Source: an optimization exercise on an open RTL-to-GDS flow (aim: small area). Production flows keep margins and buffers that such runs may drop. The RTL was checked by simulation tests, not by an equivalence proof against the original design. No driver is modelled on the clock port, so clocking that relies on it looks cheaper here than on a real chip. Power is estimated from default activity; no workload was simulated.

`flow/config.mk`:
```
export PLATFORM = sky130hd
export DESIGN_NAME = cpu_top
export DESIGN_NICKNAME = cpu_top
export VERILOG_FILES = /design/flow/design.v
export SDC_FILE = /design/flow/constraint.sdc
export NUM_CORES = 4
export LEC_CHECK = 0
export CAP_MARGIN = 20
export CORE_MARGIN = 2
export CORE_UTILIZATION = 75
export GPL_TIMING_DRIVEN = 0
export PLACE_DENSITY = 0.85
export SLEW_MARGIN = 20
export SYNTH_HIERARCHICAL = 1
```
`flow/flow/run.sh`:
```
#!/bin/bash
# The standard layout (standard.sh, standard synthesis unchanged) with
# these changes: ports are buffered with buf_1 instead of a delay buffer;
# synthesis buffers are removed at floorplan and placement rebuffers as needed;
# the clock tree is built from clkbuf_16 in large clusters without dummy
# loads; after CTS, gates off the critical paths are downsized (post_cts.tcl).
set -euo pipefail
CTS="-sink_clustering_enable -repair_clock_nets -dont_use_dummy_load"
CTS="$CTS -sink_clustering_size 30 -sink_clustering_max_diameter 100"
CTS="$CTS -buf_list sky130_fd_sc_hd__clkbuf_16"
bash standard.sh finish \
  "BUFFER_PORTS_ARGS=-buffer_cell sky130_fd_sc_hd__buf_1" \
  "CTS_ARGS=$CTS" REMOVE_ABC_BUFFERS=1 \
  "POST_CTS_TCL=$PWD/flow/post_cts.tcl" > standard.log 2>&1
```
`flow/design.v`:
```
package cpu_pkg;
  typedef logic [15:0] data_t;
  typedef logic [2:0]  reg_idx_t;
  typedef logic [4:0]  pc_t;
  localparam logic [1:0] FN_LT  = 2'b00;
  localparam logic [1:0] FN_AND = 2'b01;
  localparam logic [1:0] FN_XOR = 2'b10;
  localparam logic [1:0] FN_OR  = 2'b11;
endpackage
`timescale 1ns/1ps
module alu (
  input  logic [1:0]      fn,
  input  cpu_pkg::data_t  a,
  input  cpu_pkg::data_t  b,
  output cpu_pkg::data_t  result
);
  cpu_pkg::data_t  x;    
  cpu_pkg::data_t  h;    
  logic            lt;
  assign x = a & b;
  assign h = a ^ b;
  always_comb
  begin
    lt = 1'b0;
    for (int i = 0; i < 16; i++)
      lt = h[i] ? b[i] : lt;
  end
  always_comb
  begin
    result = (x & {16{fn[0]}}) | (h & {16{fn[1]}});
    if (fn == cpu_pkg::FN_LT)
      result[0] = lt;
  end
endmodule
`timescale 1ns/1ps
module reg_dec (
  input  cpu_pkg::reg_idx_t  idx,
  input  logic [7:0]         mask,
  output logic [7:0]         sel
);
  always_comb
  begin
    for (int i = 0; i < 8; i++)
      sel[i] = (idx == 3'(i)) & mask[i];
  end
endmodule
module reg_rd (
  input  logic [7:0]         sel,
  input  logic [7:0][15:0]   regs,
  output cpu_pkg::data_t     q
);
  for (genvar b = 0; b < 16; b++)
  begin : g_bit
    logic [2:0]  t;
    aoi3 u_aoi0 (.s(sel[2:0]), .d({regs[2][b], regs[1][b], regs[0][b]}), .y(t[0]));
    aoi3 u_aoi1 (.s(sel[5:3]), .d({regs[5][b], regs[4][b], regs[3][b]}), .y(t[1]));
    assign t[2] = ~|(sel[7:6] & {regs[7][b], regs[6][b]});
    assign q[b] = ~&t;
  end
endmodule
module reg_bank (
  input  logic               clk,
  input  logic               reset,
  input  logic               we,
  input  cpu_pkg::reg_idx_t  rd,
  input  cpu_pkg::reg_idx_t  ra,
  input  cpu_pkg::reg_idx_t  rb,
  input  cpu_pkg::data_t     alu_result,
  input  cpu_pkg::data_t     p0,
  input  cpu_pkg::data_t     p1,
  input  logic [1:0]         p_sel,
  output cpu_pkg::data_t     rd_a,
  output cpu_pkg::data_t     rd_b,
  output cpu_pkg::data_t     p0_out,
  output cpu_pkg::data_t     p1_out
);
  logic [7:0][15:0]  regs;
  logic [7:0]        written;    
  logic [7:0]        wsel;
  logic [7:0]        sel_a;
  logic [7:0]        sel_b;
  assign written[1:0] = 2'b11;
  reg_dec u_dec_w (.idx(rd), .mask({8{we}}), .sel(wsel));
  reg_dec u_dec_a (.idx(ra), .mask(written), .sel(sel_a));
  reg_dec u_dec_b (.idx(rb), .mask(written), .sel(sel_b));
  logic [1:0][2:0]   psel;    
  logic [1:0][15:0]  pword;
  logic [1:0][15:0]  pnext_n;
  assign pword[0] = p0;
  assign pword[1] = p1;
  for (genvar r = 0; r < 2; r++)
  begin : g_port
    assign psel[r] = {!wsel[r], wsel[r] & !p_sel[r], wsel[r] & p_sel[r]};
    for (genvar b = 0; b < 16; b++)
    begin : g_bit
      aoi3 u_aoi (.s(psel[r]), .d({regs[r][b], pword[r][b], alu_result[b]}), .y(pnext_n[r][b]));
    end
    always_ff @(posedge clk or posedge reset)
    begin
      if (reset)
        regs[r] <= '0;
      else
        regs[r] <= ~pnext_n[r];
    end
  end
  always_ff @(posedge clk or posedge reset)
  begin
    if (reset)
      written[7:2] <= '0;
    else
      written[7:2] <= written[7:2] | wsel[7:2];
  end
  always_ff @(posedge clk)
  begin
    for (int i = 2; i < 8; i++)
      if (wsel[i])
        regs[i] <= alu_result;
  end
  reg_rd u_rd_a (.sel(sel_a), .regs(regs), .q(rd_a));
  reg_rd u_rd_b (.sel(sel_b), .regs(regs), .q(rd_b));
  assign p0_out = regs[0];
  assign p1_out = regs[1];
endmodule
`timescale 1ns/1ps
module run_sequencer (
  input  logic  clk,
  input  logic  reset,
  input  logic  run,
  input  logic  last,
  output logic  fetch,
  output logic  exec,
  output logic  busy,
  output logic  done
);
  always_ff @(posedge clk or posedge reset)
  begin
    if (reset)
    begin
      fetch <= 1'b0;
      exec  <= 1'b0;
      done  <= 1'b0;
    end
    else
    begin
      fetch <= fetch ? !last : run;
      exec  <= fetch;
      done  <= exec & !fetch;    
    end
  end
  assign busy = fetch | exec;
endmodule
`timescale 1ns/1ps
package stage_seq;
  function automatic logic [4:0] step(input logic [4:0] s);
    step = {s[3:0], s[4] ^ s[2] ^ (s[3:0] == 4'd0)};
  endfunction
  function automatic logic [4:0] back(input logic [4:0] s);
    back = {s[0] ^ s[3] ^ (s[4:1] == 4'd0), s[4:1]};
  endfunction
endpackage
module word_dec (
  input  cpu_pkg::pc_t  addr,
  input  logic          en,
  output logic [31:0]   sel
);
  logic [4:0]  st;
  always_comb
  begin
    st = '0;
    for (int j = 0; j < 32; j++)
    begin
      sel[j] = en & (addr == st);
      st     = stage_seq::step(st);
    end
  end
endmodule
module program_counter (
  input  logic          clk,
  input  logic          reset,
  input  logic          load_valid,
  input  logic          fetch,
  output logic [31:0]   rsel,
  output logic          last
);
  cpu_pkg::pc_t  top;    
  cpu_pkg::pc_t  pc;     
  localparam cpu_pkg::pc_t  STAGE_M1 = 5'b10000;    
  assign last = (pc == '0);
  always_ff @(posedge clk or posedge reset)
  begin
    if (reset)
      top <= STAGE_M1;
    else if (load_valid)
      top <= stage_seq::step(top);
  end
  always_ff @(posedge clk or posedge reset)
  begin
    if (reset)
      pc <= STAGE_M1;
    else
      pc <= fetch ? stage_seq::back(pc) : top;
  end
  word_dec u_rdec (.addr(top), .en(fetch), .sel(rsel));
endmodule
`timescale 1ns/1ps
module instr_enc (
  input  logic [31:0]  instr,
  output logic [10:0]  code
);
  logic [3:0]         op;
  logic [1:0]         fn;
  cpu_pkg::reg_idx_t  ra;
  cpu_pkg::reg_idx_t  rb;
  cpu_pkg::reg_idx_t  xa;
  cpu_pkg::reg_idx_t  xb;
  assign op = instr[31:28];
  assign ra = instr[24:22];
  assign rb = instr[21:19];
  always_comb
  begin
    xa = ra;
    xb = ra;
    fn = cpu_pkg::FN_LT;
    case (op)
      4'd3: begin fn = cpu_pkg::FN_AND; xb = rb; end   
      4'd4: begin fn = cpu_pkg::FN_OR;  xb = rb; end   
      4'd5: begin fn = cpu_pkg::FN_XOR; xb = rb; end   
      4'd6: begin fn = cpu_pkg::FN_LT;  xa = rb; end   
      4'd7: begin fn = cpu_pkg::FN_LT;  xb = rb; end   
      4'd9: begin fn = cpu_pkg::FN_AND;          end   
      default: ;                                       
    endcase
  end
  assign code = {fn, instr[27:25], xa, xb};
endmodule
module aoi3 (
  input  logic [2:0]  s,
  input  logic [2:0]  d,
  output logic        y
);
  assign y = ~|(s & d);
endmodule
module mem_rd_bit (
  input  logic [32:0]  sel,
  input  logic [32:0]  d,
  output logic         q
);
  logic [10:0]  t;    
  for (genvar g = 0; g < 11; g++)
  begin : g_aoi
    aoi3 u_aoi (.s(sel[3*g +: 3]), .d(d[3*g +: 3]), .y(t[g]));
  end
  assign q = ~&t;
endmodule
module mem_rd (
  input  logic [31:0]        sel,
  input  logic [31:0][10:0]  mem,
  input  logic               load_valid,
  input  logic [10:0]        code,
  output logic [10:0]        q
);
  for (genvar b = 0; b < 11; b++)
  begin : g_bit
    logic [31:0]  col;
    for (genvar i = 0; i < 32; i++)
    begin : g_col
      assign col[i] = mem[i][b];
    end
    mem_rd_bit u_bit (.sel({load_valid, sel}), .d({code[b], col}), .q(q[b]));
  end
endmodule
module program_mem (
  input  logic               clk,
  input  logic [31:0]        load_instr,
  input  logic               load_valid,
  input  logic               fetch,
  input  logic [31:0]        rsel,
  output logic [10:0]        instr
);
  logic [31:0][10:0]  mem;
  logic [10:0]        code;
  logic [10:0]        shift_in;
  instr_enc u_enc (.instr(load_instr), .code(code));
  mem_rd u_rd (.sel(rsel), .mem(mem), .load_valid(load_valid), .code(code), .q(shift_in));
  always_ff @(posedge clk)
  begin
    if (load_valid || fetch)
      mem <= {mem[30:0], shift_in};
  end
  assign instr = mem[0];
endmodule
`timescale 1ns/1ps
module cpu_top (
  input  logic                clk,
  input  logic                reset,
  input  logic [32:0]         load,     
  input  logic                run,
  input  logic [15:0]         p0,
  input  logic [15:0]         p1,
  input  logic [1:0]          p_sel,
  output logic                busy,
  output logic                done,
  output logic [15:0]         p0_out,
  output logic [15:0]         p1_out
);
  logic            fetch;
  logic            exec;
  logic            last;
  logic [31:0]     rsel;
  logic [10:0]     instr;    
  cpu_pkg::data_t  rd_a;
  cpu_pkg::data_t  rd_b;
  cpu_pkg::data_t  alu_result;
  run_sequencer u_seq (
    .clk   (clk),
    .reset (reset),
    .run   (run),
    .last  (last),
    .fetch (fetch),
    .exec  (exec),
    .busy  (busy),
    .done  (done)
  );
  program_counter u_pc (
    .clk        (clk),
    .reset      (reset),
    .load_valid (load[32]),
    .fetch      (fetch),
    .rsel       (rsel),
    .last       (last)
  );
  program_mem u_mem (
    .clk        (clk),
    .load_instr (load[31:0]),
    .load_valid (load[32]),
    .fetch      (fetch),
    .rsel       (rsel),
    .instr      (instr)
  );
  reg_bank u_regs (
    .clk        (clk),
    .reset      (reset),
    .we         (exec),
    .rd         (instr[8:6]),
    .ra         (instr[5:3]),
    .rb         (instr[2:0]),
    .alu_result (alu_result),
    .p0         (p0),
    .p1         (p1),
    .p_sel      (p_sel),
    .rd_a       (rd_a),
    .rd_b       (rd_b),
    .p0_out     (p0_out),
    .p1_out     (p1_out)
  );
  alu u_alu (
    .fn     (instr[10:9]),
    .a      (rd_a),
    .b      (rd_b),
    .result (alu_result)
  );
endmodule
```
`flow/flow/post_cts.tcl`:
```
# After CTS: downsize gates on paths with slack to spare, then fix any
# slew or capacitance this leaves, and legalize the placement again.
estimate_parasitics -placement
repair_timing -recover_power 100 -verbose
repair_design -verbose -cap_margin 20 -slew_margin 20
detailed_placement
check_placement -verbose
```
`flow/constraint.sdc`:
```
create_clock -name core_clock -period 5.0 [get_ports {clk}]
set_input_delay 1.0000 -clock core_clock [delete_from_list [all_inputs] [get_ports {clk}]]
set_output_delay 1.0000 -clock core_clock [all_outputs]
set_load 0.01 [all_outputs]
```
`flow/standard.sh`:
```
#!/bin/bash
# synth_recipe.tcl (not shown) runs the flow's synth.tcl, then flattens the netlist and writes it again
# the make line also repeats each setting of config.mk as NAME=value (left out here)
make -C /OpenROAD-flow-scripts/flow DESIGN_CONFIG=/design/flow/config.mk WORK_HOME=/design/flow/orfs CLKGATE_MAP_FILE= SYNTH_SCRIPT=/design/flow/synth_recipe.tcl "${@:-finish}"
```
==> run notes <==
[synthesized netlist by cell type (all sizes together), types with 2 or more instances]
master / n / area, sq um
edfxtp: 448 / 13450
a222oi: 217 / 2172
buf: 58 / 460.4
dfrtp: 49 / 1226
inv: 44 / 165.2
nand3: 43 / 215.2
nor2: 36 / 135.1
a22oi: 32 / 340.3
nand4: 23 / 143.9
ha: 17 / 212.7
a22o: 14 / 123.9
or3: 13 / 91.34
mux2: 12 / 135.1
nand2: 12 / 45.04
and4b: 9 / 101.4
and4bb: 9 / 112.6
or2: 9 / 56.31
nor3: 6 / 40.04
nand2b: 5 / 38.78
o21ai: 5 / 25.02
clkbuf: 4 / 16.26
and4: 3 / 30.03
nand4b: 3 / 26.28
nand4bb: 3 / 33.78
nor3b: 3 / 33.78
nor4b: 3 / 45.04
o31ai: 3 / 22.52
a2111oi: 2 / 42.54
a211oi: 2 / 15.01
a21oi: 2 / 13.76
and2: 2 / 15.01
and2b: 2 / 17.52
dfstp: 2 / 52.55
mux2i: 2 / 20.02
nand3b: 2 / 15.01
nor2b: 2 / 12.51
o21a: 2 / 15.01
[worst min path at each step]
| stage | from | end | slack, ns |
|---|---|---|---|
| after floorplan | u_mem.mem[99] | u_mem.mem[110] | 0.43 |
| after global placement | u_mem.mem[29] | u_mem.mem[40] | 0.43 |
| after detailed placement | u_mem.mem[301] | u_mem.mem[312] | 0.43 |
| after global routing | reset | u_seq.exec | 0.40 |
| final | reset | u_seq.exec | 0.38 |
[area by class of cell]
type,count,area (sq um)
timing repair buffer,94,446.7
tap,335,419.2
multi-input combinational,511,4453
fill,1377,5269
sequential,499,14730
inverter,44,165.2
clock buffer,20,500.5
[power by group through the flow]
stage / logic [W] / clock network [W] / registers, W
floorplan: 0.00301 / 0 / 0.00862
detailed placement: 0.00435 / 0 / 0.00905
global placement: 0.00415 / 0 / 0.00896
finish: 0.00441 / 0.00187 / 0.00905
global route: 0.00471 / 0.00201 / 0.00925
[registers in the layout, indices dropped and copies added, names as in the netlist]
| signal | count |
|---|---|
| u_pc.top | 5 |
| u_pc.pc | 5 |
| u_mem.mem | 352 |
| u_seq.done | 1 |
| u_seq.exec | 1 |
| u_seq.fetch | 1 |
| u_regs.regs | 128 |
| u_regs.written | 6 |
[worst max-delay path, cell delays in order, from the launching register on]
cell and delay, ns:
edfxtp_1 0.57, and4b_1 0.96, a222oi_1 0.27, nand3_1 0.13, ha_1 0.26, mux2i_1 0.39
a2111oi_4 0.13, a221oi_1 0.51, o22ai_1 0.37, a222oi_1 0.45, inv_1 0.09
[Yosys stat by module (local to each module, per instance), excerpt]
| module | copies in the design | cells inside |
|---|---|---|
| alu | 1 | 72 |
| aoi3 | 217 | 1 |
| instr_enc | 1 | 18 |
| mem_rd_bit | 11 | 4 |
| program_counter | 1 | 35 |
| program_mem | 1 | 364 |
| reg_bank | 1 | 212 |
| reg_dec | 3 | 8 |
| reg_rd | 2 | 36 |
| run_sequencer | 1 | 8 |
| word_dec | 1 | 47 |
[layer usage]
metal	share of wire, %	track usage (%)
met1	36	44.29
met2	50	53.79
met3	11	3.992
met4	3.2	11.39
met5	0	0
[through the flow]
stage,hold WS [ns],power (W),utilization [%],setup TNS (ns),instances
floorplan,0.4252,0.01163,-,-1533.46,1054
global route,0.3974,0.01597,79.72,0,1503
detailed placement,0.4336,0.01340,78.17,0,1482
global placement,0.4275,0.01310,77.33,-2647.94,1473
finish,0.3781,0.01532,79.72,0,1503
[logic make-up after synthesis]
kind of cell	share of synthesized area [%]
AOI/OAI and AO/OA	14.36
adders and majority gates	1.073
buffers and inverters	3.238
DFF	74.31
muxes	0.7826
other	0.01892
and+or+nand+nor	6.211
==> run notes <==
status=timing/DRC/antenna clean; vias per cell=8.052; port bufs=84; VDD IR max=slightly below 0.6 mV; crit-path max FO=16; Worst Skew=roughly 0.06 ns; Initial DRC Count=around 2600; vias in the first global route=around 12000; critical path class=reg -> reg; Critical Path RT=approximately 5.4 ns; max cap viols=0; I/O pins=roughly 100; pre-CTS setup slack=around 1.2 ns; Max Slew Vio Count=0; die width=166.6 um; total track usage=31.99%; DRT Pass-1 Iters=13; Fmax=roughly 0.23 GHz; Core Region=about 0.026 sq mm; CP startpoint=u_mem.mem[5]; CTS sink count=between 400 and 500; Async SR Flop Fraction=between 10 and 15%; Worst Max-Slew Pin Slew=between 1 and 1.5 ns; GRT overflow=0; DR WL/cell=between 20 and 30 um; Initial Util=76.29%; Die Y=roughly 170 um; combinational share of power=approximately 29%; first-pass GRT wire length=around 70000 um; num rows=59; DP HPWL=~30000 um; ANT cells=0; Worst slew margin=around 16%; area grow syn2layout=4.500%; R2R setup slack=slightly above 0.7 ns; total number of vias=between 10000 and 15000; Worst Setup EP=u_regs.regs[16]; Seq/Total Area, Yosys=between 70% and 80%; Setup WS post-layout=0.7082 ns; sequential share of power=59.1%; Final #Nets=~1300; total wire length=45020 um; RR Endpoint=u_regs.regs[16]; most common cell after layout, fill and taps aside=edfxtp_1; endpoints failing setup=0; most frequent cells in the layout=edfxtp_1 (448), a222oi_1 (217), buf_1 (83); Clk Latency, worst-skew pair=~0.56 ns; R2R Path Start=u_mem.mem[5]; CTS tree=yes; largest net degree at the start of global routing=a little over 60; Int Pwr=0.009912 W; initial antenna violation count=0; Die ar.=~0.028 sq mm; worst path arrival time=roughly 4.7 ns; Post-Syn Area per Cell=17.81 sq um; cell count after synthesis=roughly 1100; Main synth FF type=edfxtp_1; Yosys cell types=between 60 and 70; Yosys warning count=14; leakage=7.262 nW; Cell Area, Placed=between 0.02 and 0.025 sq mm; FF-to-FF path depth=10; gpl congestion=0.8989; Post-synth EDFFs=448; CP endpoint kind=register; Tmin final=4.292 ns; DRC=0; fin crit share=a little under nine tenths; Startpoint Class=register; synthesized area=between 0.015 and 0.02 sq mm; post-route ant nets=0; Final Hold Fails=0; Clock transition at path regs=roughly 0.11 ns; Cell Pwr Density=approximately 740 mW/mm^2; Switching Share=approximately a third; P_sw=between 0.005 and 0.006 W; RSZ-0062 raised after global routing=no; Clk network pwr share=between 10% and 20%; HP Class=in -> async; post-synthesis sequential element count=around 500; final instance area=0.02072 sq mm; fraction of layout cells with a size suffix above 1=8.390%

==> static timing again, ports no longer ideal <==
Ports are ideal in the flow. The routed layout listed here was re-timed in OpenROAD.
Step 1 sets driving cells, clkbuf_16 on the clock port and buf_2 on the other inputs (assumed; they add their load-dependent delay and slew).
Step 2 times the ports against the registers' clock, not the clock port: input delays grow and output delays shrink by t, the midpoint of the rising clock arrivals with the driver on.
Slacks: ideal ports / drivers / drivers and shift; pairs: ideal ports / drivers.
shift t [ns]: 0.582
setup slack, ns: 0.708 / 0.708 / 0.708
worst setup path after step 2: register to register
slew at the worst register clock pin (ns): 0.11 / 0.11
cell pins on the clock port's net: 1
After both steps setup and hold are still met in this run. The setup slack of this run moves by 0.000 ns with the drivers and by 0.000 ns with both steps.
